Context: an optimization exercise on an open-source flow, tuned for small area and a short achievable clock period. The choices shown serve that exercise and are no tape-out recipe.
The RTL was checked by simulation tests, not by an equivalence proof against the original design.

==> quartz: inputs <==
Design bbox, start of the top module:
module bbox (
    input  logic                              clk,
    input  logic                              i_rst,
    input  logic [3*24-1:0] i_vert_x,    
    input  logic [3*24-1:0] i_vert_y,
    input  logic                              i_valid,
    input  logic [24-1:0]           i_screen_w,
    input  logic [24-1:0]           i_screen_h,
    input  logic [3:0]                        i_msaa,        
    input  logic                              i_halt,
    output logic [3*24-1:0] o_vert_x,
    output logic [3*24-1:0] o_vert_y,
    output logic [24-1:0]           o_ll_x,
    output logic [24-1:0]           o_ll_y,
    output logic [24-1:0]           o_ur_x,
    output logic [24-1:0]           o_ur_y,
    output logic                              o_valid
);
    localparam int NV = 3;
    localparam int SF = 24;
    localparam int RX = 10;
    localparam int VW = NV * SF;
    logic [2:0]    keep_in;
    always_comb begin
        case (i_msaa)
            bbox_pkg::MSAA_4X:  keep_in = 3'b100;
            bbox_pkg::MSAA_16X: keep_in = 3'b110;
            bbox_pkg::MSAA_64X: keep_in = 3'b111;
            default:            keep_in = 3'b000;
        endcase
    end
    logic [VW-1:0] s1_vx, s1_vy;
    logic [SF-1:0] s1_sw, s1_sh;
    logic [2:0]    s1_keep;
    logic          s1_valid;
    bbox_pipe #(.WIDTH(2*VW + 2*SF + 3)) u_s1 (
        .clk(clk), .i_rst(i_rst), .i_halt(i_halt),
        .i_data({i_vert_x, i_vert_y, i_screen_w, i_screen_h, keep_in}),
        .o_data({s1_vx, s1_vy, s1_sw, s1_sh, s1_keep})
    );
    bbox_pipe #(.WIDTH(1), .RESET(1'b1)) u_s1v (
        .clk(clk), .i_rst(i_rst), .i_halt(i_halt), .i_data(i_valid), .o_data(s1_valid)
    );
    logic [SF-1:0] s1_mask;
    assign s1_mask = {{(SF-RX){1'b1}}, s1_keep, {(RX-3){1'b0}}};
  ...
export LEC_CHECK = 0
export CAP_MARGIN = 20
export CORE_MARGIN = 2
export CORE_UTILIZATION = 70
export SETUP_SLACK_MARGIN = 5
export SLEW_MARGIN = 20
create_clock -name core_clock -period 8.0 [get_ports {clk}]
standard.sh (not shown) runs the stock make flow with config.mk's settings and CLKGATE_MAP_FILE= SYNTH_SCRIPT=/design/flow/synth_recipe.tcl, a recipe that flattens the netlist after the stock synthesis.
==> flow/flow/run.sh <==
#!/bin/bash
# Standard ORFS layout with three changes to how it is built:
#  - single-strength port buffers instead of the default delay-buffer cell
#  - timing repair aimed past the 5 ns margin cap
#  - clock tree with larger sink clusters and no dummy balancing loads
set -euo pipefail
export BUFFER_PORTS_ARGS="-buffer_cell sky130_fd_sc_hd__buf_1"
export CTS_ARGS="-sink_clustering_enable -repair_clock_nets -dont_use_dummy_load -sink_clustering_size 25 -sink_clustering_max_diameter 80"
bash standard.sh SETUP_SLACK_MARGIN=5.3 finish > flow_orfs.log 2>&1
==> indigo (differences from quartz) <==
--- a/flow/design.v
+++ b/flow/design.v
@@ -12,11 +12,11 @@
     input  logic [24-1:0]           i_screen,
     input  logic [24-1:0]           i_mask,
     output logic [2:0]                        o_cmp,       
     output logic [2:0]                        o_lt,        
     output logic                              o_neg,       
-    output logic                              o_ok         
+    output logic                              o_pos        
 );
     localparam int SF = 24;
     logic signed [SF-1:0] f0, f1, f2, s;
     logic                 pos0, pos1, pos2;   
     assign f0 = i_vert[0*SF +: SF] & i_mask;
@@ -31,13 +31,11 @@
     bbox_lt u_l2 (.i_a(f2), .i_b(s), .o_lt(o_lt[2]));
     assign pos0 = !f0[SF-1] && |f0[SF-2:0];
     assign pos1 = !f1[SF-1] && |f1[SF-2:0];
     assign pos2 = !f2[SF-1] && |f2[SF-2:0];
     assign o_neg = f0[SF-1] || f1[SF-1] || f2[SF-1];
-    assign o_ok = (o_lt[0] || o_lt[1] || o_lt[2])
-               && !s[SF-1] && |s[SF-2:0]
-               && (pos0 || pos1 || pos2);
+    assign o_pos = pos0 || pos1 || pos2;
 endmodule
 module bbox_lt (
     input  logic [24-1:0] i_a,
     input  logic [24-1:0] i_b,
     output logic                    o_lt       
@@ -75,12 +73,14 @@
     input  logic [24-1:0]           i_screen,
     input  logic [24-1:0]           i_mask,
     input  logic [2:0]                        i_cmp,       
     input  logic [2:0]                        i_lt,        
     input  logic                              i_neg,       
+    input  logic                              i_pos,       
     output logic [24-1:0]           o_lo,
-    output logic [24-1:0]           o_hi
+    output logic [24-1:0]           o_hi,
+    output logic                              o_ok         
 );
     localparam int SF = 24;
     logic       c01, c02, c12;
     logic [2:0] lo, hi;
     logic [2:0] lo_sel;                     
@@ -92,10 +92,11 @@
     assign hi[0] =  c01 &&  c02;
     assign hi[1] = !c01 &&  c12;
     assign hi[2] = !c02 && !c12;
     assign lo_sel = i_neg ? 3'b000 : lo;
     assign hi_sel = (i_lt == 3'b111) ? {1'b0, hi} : 4'b1000;
+    assign o_ok = (i_lt != 3'b000) && !i_screen[SF-1] && |i_screen[SF-2:0] && i_pos;
     always_comb begin
         o_lo = '0;
         o_hi = i_screen & {SF{hi_sel[3]}};
         for (int v = 0; v < 3; v++) begin
             o_lo |= i_vert[v*SF +: SF] & i_mask & {SF{lo_sel[v]}};
@@ -168,52 +169,56 @@
         .clk(clk), .i_rst(i_rst), .i_halt(i_halt), .i_data(i_valid), .o_data(s1_valid)
     );
     logic [SF-1:0] s1_mask;
     assign s1_mask = {{(SF-RX){1'b1}}, s1_keep, {(RX-3){1'b0}}};
     logic [2:0] cmp_x, cmp_y, lt_x, lt_y;
-    logic       neg_x, neg_y, ok_x, ok_y;
+    logic       neg_x, neg_y, pos_x, pos_y;
     bbox_extent u_ext_x (
         .i_vert(s1_vx), .i_screen(s1_sw), .i_mask(s1_mask),
-        .o_cmp(cmp_x), .o_lt(lt_x), .o_neg(neg_x), .o_ok(ok_x)
+        .o_cmp(cmp_x), .o_lt(lt_x), .o_neg(neg_x), .o_pos(pos_x)
     );
     bbox_extent u_ext_y (
         .i_vert(s1_vy), .i_screen(s1_sh), .i_mask(s1_mask),
-        .o_cmp(cmp_y), .o_lt(lt_y), .o_neg(neg_y), .o_ok(ok_y)
+        .o_cmp(cmp_y), .o_lt(lt_y), .o_neg(neg_y), .o_pos(pos_y)
     );
     logic [VW-1:0] s2_vx, s2_vy;
     logic [SF-1:0] s2_sw, s2_sh;
     logic [2:0]    s2_keep;
     logic [2:0]    s2_cmp_x, s2_cmp_y, s2_lt_x, s2_lt_y;
-    logic          s2_neg_x, s2_neg_y;
+    logic          s2_neg_x, s2_neg_y, s2_pos_x, s2_pos_y;
     logic          s2_valid;
-    bbox_pipe #(.WIDTH(2*VW + 2*SF + 3 + 14)) u_s2 (
-        .clk(clk), .i_rst(i_rst), .i_halt(i_halt),
-        .i_data({s1_vx, s1_vy, s1_sw, s1_sh, s1_keep, cmp_x, cmp_y, lt_x, lt_y, neg_x, neg_y}),
-        .o_data({s2_vx, s2_vy, s2_sw, s2_sh, s2_keep, s2_cmp_x, s2_cmp_y, s2_lt_x, s2_lt_y, s2_neg_x, s2_neg_y})
+    bbox_pipe #(.WIDTH(2*VW + 2*SF + 3 + 16)) u_s2 (
+        .clk(clk), .i_rst(i_rst), .i_halt(i_halt),
+        .i_data({s1_vx, s1_vy, s1_sw, s1_sh, s1_keep, cmp_x, cmp_y, lt_x, lt_y, neg_x, neg_y, pos_x, pos_y}),
+        .o_data({s2_vx, s2_vy, s2_sw, s2_sh, s2_keep, s2_cmp_x, s2_cmp_y, s2_lt_x, s2_lt_y, s2_neg_x, s2_neg_y, s2_pos_x, s2_pos_y})
     );
     bbox_pipe #(.WIDTH(1), .RESET(1'b1)) u_s2v (
         .clk(clk), .i_rst(i_rst), .i_halt(i_halt),
-        .i_data(s1_valid && ok_x && ok_y), .o_data(s2_valid)
+        .i_data(s1_valid), .o_data(s2_valid)
     );
     logic [SF-1:0] s2_mask;
     assign s2_mask = {{(SF-RX){1'b1}}, s2_keep, {(RX-3){1'b0}}};
     logic [SF-1:0] ll_x, ll_y, ur_x, ur_y;
+    logic          ok_x, ok_y;
     bbox_grid_clip u_clip_x (
         .i_vert(s2_vx), .i_screen(s2_sw), .i_mask(s2_mask),
-        .i_cmp(s2_cmp_x), .i_lt(s2_lt_x), .i_neg(s2_neg_x), .o_lo(ll_x), .o_hi(ur_x)
+        .i_cmp(s2_cmp_x), .i_lt(s2_lt_x), .i_neg(s2_neg_x), .i_pos(s2_pos_x),
+        .o_lo(ll_x), .o_hi(ur_x), .o_ok(ok_x)
     );
     bbox_grid_clip u_clip_y (
         .i_vert(s2_vy), .i_screen(s2_sh), .i_mask(s2_mask),
-        .i_cmp(s2_cmp_y), .i_lt(s2_lt_y), .i_neg(s2_neg_y), .o_lo(ll_y), .o_hi(ur_y)
+        .i_cmp(s2_cmp_y), .i_lt(s2_lt_y), .i_neg(s2_neg_y), .i_pos(s2_pos_y),
+        .o_lo(ll_y), .o_hi(ur_y), .o_ok(ok_y)
     );
     logic [SF-RX+1:0] s3_ll_x, s3_ll_y;
     bbox_pipe #(.WIDTH(2*VW + 2*SF + 2*(SF-RX+2))) u_s3 (
         .clk(clk), .i_rst(i_rst), .i_halt(i_halt),
         .i_data({s2_vx, s2_vy, ur_x, ur_y, ll_x[SF-2:RX-3], ll_y[SF-2:RX-3]}),
         .o_data({o_vert_x, o_vert_y, o_ur_x, o_ur_y, s3_ll_x, s3_ll_y})
     );
     bbox_pipe #(.WIDTH(1), .RESET(1'b1)) u_s3v (
-        .clk(clk), .i_rst(i_rst), .i_halt(i_halt), .i_data(s2_valid), .o_data(o_valid)
+        .clk(clk), .i_rst(i_rst), .i_halt(i_halt),
+        .i_data(s2_valid && ok_x && ok_y), .o_data(o_valid)
     );
     assign o_ll_x = {1'b0, s3_ll_x, {(RX-3){1'b0}}};
     assign o_ll_y = {1'b0, s3_ll_y, {(RX-3){1'b0}}};
 endmodule
==> flow/flow/run.sh (replaced) <==
#!/bin/bash
# Standard ORFS layout with four changes to how it is built:
#  - single-strength port buffers instead of the default delay-buffer cell
#  - output port buffers moved next to their driving registers after
#    global placement (flow/move_obufs.tcl)
#  - timing repair aimed past the 5 ns margin cap
#  - clock tree with larger sink clusters and no dummy balancing loads
set -euo pipefail
export BUFFER_PORTS_ARGS="-buffer_cell sky130_fd_sc_hd__buf_1"
export POST_GLOBAL_PLACE_TCL="$PWD/flow/move_obufs.tcl"
export CTS_ARGS="-sink_clustering_enable -repair_clock_nets -dont_use_dummy_load -sink_clustering_size 25 -sink_clustering_max_diameter 80"
bash standard.sh SETUP_SLACK_MARGIN=5.3 finish > flow_orfs.log 2>&1
==> flow/flow/move_obufs.tcl (new file) <==
# After global placement: move each output port's buffer onto the cell that
# drives it, so the register output sees a short wire and the buffer, not
# the register, drives the long wire to the pin. Detailed placement
# legalizes the moved buffers afterwards.
set block [ord::get_db_block]
set moved 0
foreach bterm [$block getBTerms] {
  if {[$bterm getIoType] != "OUTPUT"} { continue }
  set net [$bterm getNet]
  if {$net == "NULL"} { continue }
  set buf ""
  foreach it [$net getITerms] {
    if {[$it isOutputSignal]} { set buf [$it getInst] }
  }
  if {$buf == ""} { continue }
  if {![string match "*buf*" [[$buf getMaster] getName]]} { continue }
  set src ""
  foreach it [$buf getITerms] {
    if {[$it isInputSignal] && [$it getNet] != "NULL"} {
      foreach jt [[$it getNet] getITerms] {
        if {[$jt isOutputSignal]} { set src [$jt getInst] }
      }
    }
  }
  if {$src == ""} { continue }
  set loc [$src getLocation]
  $buf setLocation [lindex $loc 0] [lindex $loc 1]
  incr moved
}
puts "move_obufs: moved $moved output buffers onto their drivers"
==> lagoon (differences from quartz) <==
==> flow/flow/run.sh (replaced) <==
#!/bin/bash
# Standard ORFS layout, with single-strength port buffers instead of the
# default delay-buffer cell; everything else as the standard.sh
set -euo pipefail
export BUFFER_PORTS_ARGS="-buffer_cell sky130_fd_sc_hd__buf_1"
bash standard.sh finish > flow_orfs.log 2>&1
CORE_UTILIZATION = 80   (was 70)
==> harbor (differences from quartz) <==
==> flow/flow/run.sh (replaced) <==
#!/bin/bash
# Standard ORFS layout, with single-strength port buffers instead of the
# default delay-buffer cell, and timing repair aimed past the 5 ns margin cap
set -euo pipefail
export BUFFER_PORTS_ARGS="-buffer_cell sky130_fd_sc_hd__buf_1"
bash standard.sh SETUP_SLACK_MARGIN=5.5 finish > flow_orfs.log 2>&1
==> impl_metrics.csv <==
group,metric,value,unit
synthesis,synthAdderAreaFrac,0.0296,
outcome,status,"timing/DRC/antenna clean",
cells_and_area,num-fill-cells,1768,
cts,path_clk_slew,0.11,ns
worst_setup_path,cp.depth,1,
worst_setup_path,worstReg2RegEnd,"u_s2.o_data[14]",
sta,rsz0062_at_grt,"true",
cells_and_area,regArea,19000,sq um
cells_and_area,fin_nets,2269,
cells_and_area,drive_above_1_share,0.164,
routing,wl_per_cell,30.8,um
routing,route.met3.wl,12600,um
worst_setup_path,timing.critical_path.to,"o_ur_x[20]",
-- figures above: indigo

==> impl_metrics.csv <==
group,metric,value,unit
outcome,status,"timing/DRC/antenna clean",
cells_and_area,fin_nets,2310,
cells_and_area,regArea,18900,sq um
cts,path_clk_slew,0.09,ns
cells_and_area,drive_above_1_share,0.207,
sta,rsz0062_at_grt,"true",
routing,wl_per_cell,30.8,um
synthesis,synthAdderAreaFrac,0.0274,
worst_setup_path,worstReg2RegEnd,"u_s2.o_data[6]",
worst_setup_path,timing.critical_path.to,"u_s2.o_data[6]",
routing,route.met3.wl,13200,um
-- figures above: harbor

==> impl_metrics.csv <==
group,metric,value,unit
cells_and_area,num-fill-cells,1745,
routing,wl_per_cell,28.5,um
sta,rsz0062_at_grt,"true",
cells_and_area,regArea,18900,sq um
outcome,status,"timing/DRC/antenna clean",
cells_and_area,drive_above_1_share,0.154,
worst_setup_path,worstReg2RegEnd,"u_s2v.o_data",
cells_and_area,fin_nets,2242,
cts,path_clk_slew,0.12,ns
-- figures above: quartz

==> impl_metrics.csv <==
group,metric,value,unit
outcome,status,"aborted with a tool error",
outcome,stop_stage,"4_1_cts",
outcome,stop_error,"[ERROR DPL-0033] detailed placement checks failed during check placement.",
synthesis,muxShareOfSynthArea,0.000809,
placement,port-buffer-count,424,
synthesis,synth-compound-area-share,0.112,
cts,cts_hold_buf,0,
synthesis,synthAdderAreaFrac,0.0274,
synthesis,yosysWarningCount,9,
floorplanning,pin_count,441,
-- figures above: lagoon

## afterwards: timing with drivers on the ports
No port has a modelled driver above. Below, the same layouts with a new extraction and two added sets of constraints. Step 1 sets driving cells, clkbuf_16 on the clock port and buf_2 on the other inputs (assumed; they add their load-dependent delay and slew). Step 2 also shifts input and output timing later by t, the mid clock arrival at the registers, as if the neighbouring blocks saw the same clock. Three values: no drivers, after step 1, after step 2; two values: the first two.
| run | shift t [ns] | setup WS [ns] | worst register clock-pin slew, ns | worst slew at a driven data input, ns |
|---|---|---|---|---|
| quartz | 0.641 | 5.181 / 5.126 / 4.733 | 0.12 / 0.12 | 0.11 |
| indigo | 0.646 | 5.129 / 5.074 / 4.802 | 0.11 / 0.11 | 0.11 |
| harbor | 0.663 | 5.111 / 5.101 / 4.560 | 0.09 / 0.09 | 0.12 |
After both steps setup and hold are still met in every run listed. For harbor, which loses most, drivers alone change the setup slack by -0.010 ns; drivers and shift together by -0.551 ns.
